From an optimization exercise on the open Yosys and OpenROAD flow, aimed at small area; shortcuts taken in it are not production practice.
The RTL was checked by simulation tests, not by an equivalence proof against the original design.
The flow treats the clock pin as an ideal source, which a real chip does not have.
Power and IR drop assume default switching activity.

zinc:
## msu_out_collector
module msu_out_collector #(
    parameter int AXI_LEN        = 32,
    parameter int T_LEN          = 64,
    parameter int SQ_OUT_BITS    = 1024,
    parameter int TIMEOUT_CYCLES = 256
) (
    input  logic                   clk,
    input  logic                   reset,
    input  logic                   start_xfer,
    input  logic                   s_axis_tvalid,
    output logic                   s_axis_tready,
    input  logic [AXI_LEN-1:0]     s_axis_tdata,
    input  logic [AXI_LEN/8-1:0]   s_axis_tkeep,
    output logic                   res_valid,
    input  logic                   res_ready,
    output logic [T_LEN-1:0]       res_t,
    output logic [SQ_OUT_BITS-1:0] res_sq,
    output logic                   res_err,
    output logic                   res_timeout,
    output logic                   busy,
    output logic [31:0]            result_count
);
Settings: LEC_CHECK=0, CAP_MARGIN=20, CORE_AREA=5 5 265 265, DIE_AREA=0 0 270 270, GPL_TIMING_DRIVEN=0, SLEW_MARGIN=20; clock period 4.0 ns.
standard.sh (not shown) runs the stock make flow with config.mk's settings and CLKGATE_MAP_FILE= SYNTH_SCRIPT=/design/flow/synth_recipe.tcl, a recipe that flattens the netlist after the stock synthesis.
==> flow/flow/run.sh <==
#!/bin/bash
# Standard ORFS layout with: the port buffers made of the smallest buffer
# cell, IO pins one track apart (so a smaller die fits all 1166 ports), a
# clock tree of clkbuf_8 with larger sink clusters and no dummy loads, and
# buffer trees for high-fanout nets made of buffers no larger than buf_4.
set -euo pipefail
H=$PWD/flow/small_bufs.tcl
bash standard.sh \
  'BUFFER_PORTS_ARGS=-buffer_cell sky130_fd_sc_hd__buf_1' \
  'PLACE_PINS_ARGS=-min_distance 1 -min_distance_in_tracks' \
  'CTS_ARGS=-sink_clustering_enable -repair_clock_nets -dont_use_dummy_load -sink_clustering_size 18 -sink_clustering_max_diameter 60 -buf_list {sky130_fd_sc_hd__clkbuf_8}' \
  "PRE_GLOBAL_PLACE_TCL=$H" "PRE_RESIZE_TCL=$H" "PRE_REPAIR_TIMING_POST_PLACE_TCL=$H" \
  "PRE_CTS_TCL=$H" "PRE_GLOBAL_ROUTE_TCL=$H" \
  finish > std_flow.log 2>&1
==> flow/flow/small_bufs.tcl <==
# Keep the resizer's buffer trees (the shift enable nets) to small buffers.
set_dont_use {sky130_fd_sc_hd__buf_6 sky130_fd_sc_hd__buf_8 sky130_fd_sc_hd__buf_12 sky130_fd_sc_hd__buf_16 sky130_fd_sc_hd__bufbuf_8 sky130_fd_sc_hd__bufbuf_16 sky130_fd_sc_hd__bufinv_8 sky130_fd_sc_hd__bufinv_16}
diff inputs: zinc => violet
-- flow/flow/run.sh --
<<< zinc, line 10
  'PLACE_PINS_ARGS=-min_distance 1 -min_distance_in_tracks' \
  'CTS_ARGS=-sink_clustering_enable -repair_clock_nets -dont_use_dummy_load -sink_clustering_size 18 -sink_clustering_max_diameter 60 -buf_list {sky130_fd_sc_hd__clkbuf_8}' \
  "PRE_GLOBAL_PLACE_TCL=$H" "PRE_RESIZE_TCL=$H" "PRE_REPAIR_TIMING_POST_PLACE_TCL=$H" \
  "PRE_CTS_TCL=$H" "PRE_GLOBAL_ROUTE_TCL=$H" \
>>> violet, line 10
  'PLACE_PINS_ARGS=-min_distance 1 -min_distance_in_tracks' \
  'CTS_ARGS=-sink_clustering_enable -repair_clock_nets -dont_use_dummy_load -sink_clustering_size 18 -sink_clustering_max_diameter 70 -buf_list {sky130_fd_sc_hd__clkbuf_8}' \
  "PRE_GLOBAL_PLACE_TCL=$PWD/flow/gp_prep.tcl" "PRE_RESIZE_TCL=$H" "PRE_REPAIR_TIMING_POST_PLACE_TCL=$H" \
  "PRE_CTS_TCL=$H" "PRE_GLOBAL_ROUTE_TCL=$H" \
==> flow/flow/gp_prep.tcl (new file) <==
# Before global placement: small buffers only, and drop synthesis's fanout
# buffers (the timing-driven placement would do the same) so that repair_design
# rebuilds those trees after placement.
source [file join [file dirname [info script]] small_bufs.tcl]
remove_buffers
==> run summary <==
For the relative contribution of combinational cells to total power, violet came in 0.7 points lower than zinc did. Compared with zinc, violet shows violation count after the first detailed-route iteration that has gone down by a little under 10%. zinc → violet: highest attainable clock frequency decreased by 0.11 GHz relative to the old numbers; routed wire length went down by 15 mm; overall power went down about 3%; count of clock buffers in the final design has decreased; global-route met3 utilization rose by 0.52 points. Per the comparison of violet with zinc, count of placed standard cells including taps now smaller; maximum cell stage delay along the critical path now larger; minimum setup slack in the final design now smaller; combinational gate power now smaller.
Relative to violet, the following input files were edited for fjord:
# violet
export LEC_CHECK = 0
export CAP_MARGIN = 20
export CORE_AREA = 5 5 265 265
export DIE_AREA = 0 0 270 270
export GPL_TIMING_DRIVEN = 0
export SLEW_MARGIN = 20
create_clock -name core_clock -period 4.0 [get_ports {clk}]
# fjord
export LEC_CHECK = 0
export CAP_MARGIN = 0
export CORE_AREA = 5 5 253 253
export DIE_AREA = 0 0 258 258
export SLEW_MARGIN = 0
create_clock -name core_clock -period 4.0 [get_ports {clk}]
==> flow/flow/run.sh <==
#!/bin/bash
# Standard ORFS layout with: the port buffers made of the smallest buffer
# cell, IO pins one track apart (so a smaller die fits all 1166 ports), and a
# clock tree of small buffers with larger sink clusters and no dummy loads.
set -euo pipefail
bash standard.sh \
  'BUFFER_PORTS_ARGS=-buffer_cell sky130_fd_sc_hd__buf_1' \
  'PLACE_PINS_ARGS=-min_distance 1 -min_distance_in_tracks' \
  'CTS_ARGS=-sink_clustering_enable -repair_clock_nets -dont_use_dummy_load -sink_clustering_size 18 -sink_clustering_max_diameter 60 -buf_list {sky130_fd_sc_hd__clkbuf_8}' \
  finish > std_flow.log 2>&1
removed: flow/flow/gp_prep.tcl
removed: flow/flow/small_bufs.tcl
- violet ran to completion and came out clean on the timing, design-rule and antenna checks.
- Every stage of the flow completed for fjord, and the final layout passed the timing, design-rule and antenna checks.
- Critical-path maximum fanout in fjord is 64 below violet.
- fjord vs. violet: post-placement setup slack +2.18 ns, power dissipated by switching net loads held steady, maximum frequency from static timing analysis higher.
Modified inputs, yarrow compared to fjord
# fjord
export LEC_CHECK = 0
export CAP_MARGIN = 0
export CORE_AREA = 5 5 253 253
export DIE_AREA = 0 0 258 258
export SLEW_MARGIN = 0
create_clock -name core_clock -period 4.0 [get_ports {clk}]
# yarrow
export LEC_CHECK = 0
export CAP_MARGIN = 20
export CORE_AREA = 5 5 253 253
export DIE_AREA = 0 0 258 258
export GPL_TIMING_DRIVEN = 0
export SLEW_MARGIN = 20
create_clock -name core_clock -period 4.0 [get_ports {clk}]
==> flow/flow/run.sh <==
#!/bin/bash
# Standard ORFS layout with: the port buffers made of the smallest buffer
# cell, IO pins one track apart (so a smaller die fits all 1166 ports), a
# clock tree of clkbuf_8 with larger sink clusters and no dummy loads, and
# buffer trees for high-fanout nets made of buffers no larger than buf_4.
set -euo pipefail
H=$PWD/flow/small_bufs.tcl
bash standard.sh \
  'BUFFER_PORTS_ARGS=-buffer_cell sky130_fd_sc_hd__buf_1' \
  'PLACE_PINS_ARGS=-min_distance 1 -min_distance_in_tracks' \
  'CTS_ARGS=-sink_clustering_enable -repair_clock_nets -dont_use_dummy_load -sink_clustering_size 18 -sink_clustering_max_diameter 70 -buf_list {sky130_fd_sc_hd__clkbuf_8}' \
  "PRE_GLOBAL_PLACE_TCL=$PWD/flow/gp_prep.tcl" "PRE_RESIZE_TCL=$H" "PRE_REPAIR_TIMING_POST_PLACE_TCL=$H" \
  "PRE_CTS_TCL=$H" "PRE_GLOBAL_ROUTE_TCL=$H" \
  finish > std_flow.log 2>&1
==> flow/flow/gp_prep.tcl (new file) <==
# Before global placement: small buffers only, and drop synthesis's fanout
# buffers (the timing-driven placement would do the same) so that repair_design
# rebuilds those trees after placement.
source [file join [file dirname [info script]] small_bufs.tcl]
remove_buffers
==> flow/flow/small_bufs.tcl (new file) <==
# Keep the resizer's buffer trees (the shift enable nets) to small buffers.
set_dont_use {sky130_fd_sc_hd__buf_6 sky130_fd_sc_hd__buf_8 sky130_fd_sc_hd__buf_12 sky130_fd_sc_hd__buf_16 sky130_fd_sc_hd__bufbuf_8 sky130_fd_sc_hd__bufbuf_16 sky130_fd_sc_hd__bufinv_8 sky130_fd_sc_hd__bufinv_16}
==> run summary <==
fjord reached the end of the flow, and the finished layout is clean on the timing, design-rule and antenna checks. yarrow: full flow OK, the timing, design-rule and antenna checks passed. Comparing fjord and yarrow, amount of wire on met3 after detailed routing is lower on yarrow. Diff fjord -> yarrow: internal power down about 0.8%, final standard cell area without fillers down 310 sq um, share of the clock period used by the worst path after layout up 33 points.
Edits applied to the flow inputs when going from yarrow to pepper:
# yarrow
export LEC_CHECK = 0
export CAP_MARGIN = 20
export CORE_AREA = 5 5 253 253
export DIE_AREA = 0 0 258 258
export GPL_TIMING_DRIVEN = 0
export SLEW_MARGIN = 20
create_clock -name core_clock -period 4.0 [get_ports {clk}]
# pepper
export LEC_CHECK = 0
export CAP_MARGIN = 20
export CORE_AREA = 5 5 265 265
export DIE_AREA = 0 0 270 270
export SLEW_MARGIN = 20
create_clock -name core_clock -period 4.0 [get_ports {clk}]
==> flow/flow/run.sh <==
#!/bin/bash
# Standard ORFS layout with: the port buffers made of the smallest buffer
# cell, IO pins one track apart (so a smaller die fits all 1166 ports), and a
# clock tree of small buffers with larger sink clusters and no dummy loads.
set -euo pipefail
bash standard.sh \
  'BUFFER_PORTS_ARGS=-buffer_cell sky130_fd_sc_hd__buf_1' \
  'PLACE_PINS_ARGS=-min_distance 1 -min_distance_in_tracks' \
  'CTS_ARGS=-sink_clustering_enable -repair_clock_nets -dont_use_dummy_load -sink_clustering_size 20 -sink_clustering_max_diameter 60 -buf_list {sky130_fd_sc_hd__clkbuf_8}' \
  finish > std_flow.log 2>&1
removed: flow/flow/gp_prep.tcl
removed: flow/flow/small_bufs.tcl
Results
yarrow: all stages complete, timing, DRC and antenna checks passed
Having completed the whole flow, pepper delivered a layout that passed the timing, design-rule and antenna checks.
Between yarrow and pepper, the number of antenna violations at the first check in global routing is lower for yarrow.
Re clock-buffer cell count: pepper is 2.7% down on yarrow.
The highest ir drop seen on vdd in pepper was lower than what yarrow gave.
Between yarrow and pepper, the difference in total vias in the final route is negligible.
Taking yarrow as the reference point, the worst setup slack of pepper rises by 1.30 ns.
Going from yarrow to pepper, die area grew by a little under 10%.
The following lists how quartz was set up differently from pepper:
# pepper
export LEC_CHECK = 0
export CAP_MARGIN = 20
export CORE_AREA = 5 5 265 265
export DIE_AREA = 0 0 270 270
export SLEW_MARGIN = 20
create_clock -name core_clock -period 4.0 [get_ports {clk}]
# quartz
export LEC_CHECK = 0
export CAP_MARGIN = 20
export CORE_AREA = 5 5 265 265
export DIE_AREA = 0 0 270 270
export GPL_TIMING_DRIVEN = 0
export SLEW_MARGIN = 20
create_clock -name core_clock -period 4.0 [get_ports {clk}]
==> flow/flow/run.sh <==
#!/bin/bash
# Standard ORFS layout with: the port buffers made of the smallest buffer
# cell, IO pins one track apart (so a smaller die fits all 1166 ports), a
# clock tree of clkbuf_8 with larger sink clusters and no dummy loads, and
# buffer trees for high-fanout nets made of buffers no larger than buf_4.
set -euo pipefail
H=$PWD/flow/small_bufs.tcl
bash standard.sh \
  'BUFFER_PORTS_ARGS=-buffer_cell sky130_fd_sc_hd__buf_1' \
  'PLACE_PINS_ARGS=-min_distance 1 -min_distance_in_tracks' \
  'CTS_ARGS=-sink_clustering_enable -repair_clock_nets -dont_use_dummy_load -sink_clustering_size 16 -sink_clustering_max_diameter 60 -buf_list {sky130_fd_sc_hd__clkbuf_8}' \
  "PRE_GLOBAL_PLACE_TCL=$PWD/flow/gp_prep.tcl" "PRE_RESIZE_TCL=$H" "PRE_REPAIR_TIMING_POST_PLACE_TCL=$H" \
  "PRE_CTS_TCL=$H" "PRE_GLOBAL_ROUTE_TCL=$H" \
  finish > std_flow.log 2>&1
==> flow/flow/gp_prep.tcl (new file) <==
# Before global placement: small buffers only, and drop synthesis's fanout
# buffers (the timing-driven placement would do the same) so that repair_design
# rebuilds those trees after placement.
source [file join [file dirname [info script]] small_bufs.tcl]
remove_buffers
==> flow/flow/small_bufs.tcl (new file) <==
# Keep the resizer's buffer trees (the shift enable nets) to small buffers.
set_dont_use {sky130_fd_sc_hd__buf_6 sky130_fd_sc_hd__buf_8 sky130_fd_sc_hd__buf_12 sky130_fd_sc_hd__buf_16 sky130_fd_sc_hd__bufbuf_8 sky130_fd_sc_hd__bufbuf_16 sky130_fd_sc_hd__bufinv_8 sky130_fd_sc_hd__bufinv_16}
Notes after the runs:
- quartz vs pepper — via count of the first global-routing pass dropped about 0.9%.
- In the metrics for pepper and quartz, the one carrying the higher number of placed instances with taps included is pepper.
- In the flow results for pepper and quartz, the critical path depth is larger on quartz.
- The wire length of the first global-routing pass of quartz is lower than that of pepper.
- pepper -> quartz: cell count flat
- On height of the chip, pepper and quartz are basically level.
- In the tables for pepper and quartz, aggregate global-route resource usage reads lower with quartz.
- quartz: total met2 wirelength after detailed routing is 4.6% lower than what pepper reported.
- A class of the tightest hold or removal check of in -> async is what pepper shows, while in -> reg belongs to quartz.
- Total power: quartz above pepper

[port drivers added, routing unchanged]
The results above use ideal ports. As a check the final layouts listed here were re-extracted and re-timed, cells and wires unchanged. Step 1: set_driving_cell puts a clkbuf_16 on clk and a buf_2 on each other input, an assumption about the parent block. Step 2, shift: input delay + t, output delay - t, t = (earliest + latest rising clock arrival at the registers) / 2. This alone moves slack from input paths to output paths. a / b / c = no drivers / after step 1 / after step 2; a / b = the first two.
| run | t, ns | slack for setup (ns) | clock arrival spread, ns | slew at the worst register clock pin (ns) | pins driven straight from the clock port |
|---|---|---|---|---|---|
| zinc | 0.736 | 1.382 / 1.382 / 1.022 | 0.044 / 0.044 | 0.12 / 0.12 | 1 |
| violet | 0.738 | 0.313 / 0.313 / -0.352 | 0.045 / 0.045 | 0.12 / 0.12 | 1 |
| fjord | 0.726 | 1.656 / 1.594 / 1.316 | 0.057 / 0.057 | 0.12 / 0.12 | 1 |
| yarrow | 0.714 | 0.336 / 0.336 / -0.332 | 0.052 / 0.052 | 0.12 / 0.12 | 1 |
| pepper | 0.726 | 1.634 / 1.578 / 1.389 | 0.057 / 0.057 | 0.12 / 0.12 | 1 |
| quartz | 0.732 | 0.333 / 0.333 / -0.361 | 0.072 / 0.071 | 0.10 / 0.10 | 1 |
With both steps, setup timing fails in violet, yarrow and quartz, where it was met with ideal ports. For quartz, which loses most, drivers alone change the setup slack by 0.000 ns; drivers and shift together by -0.694 ns.
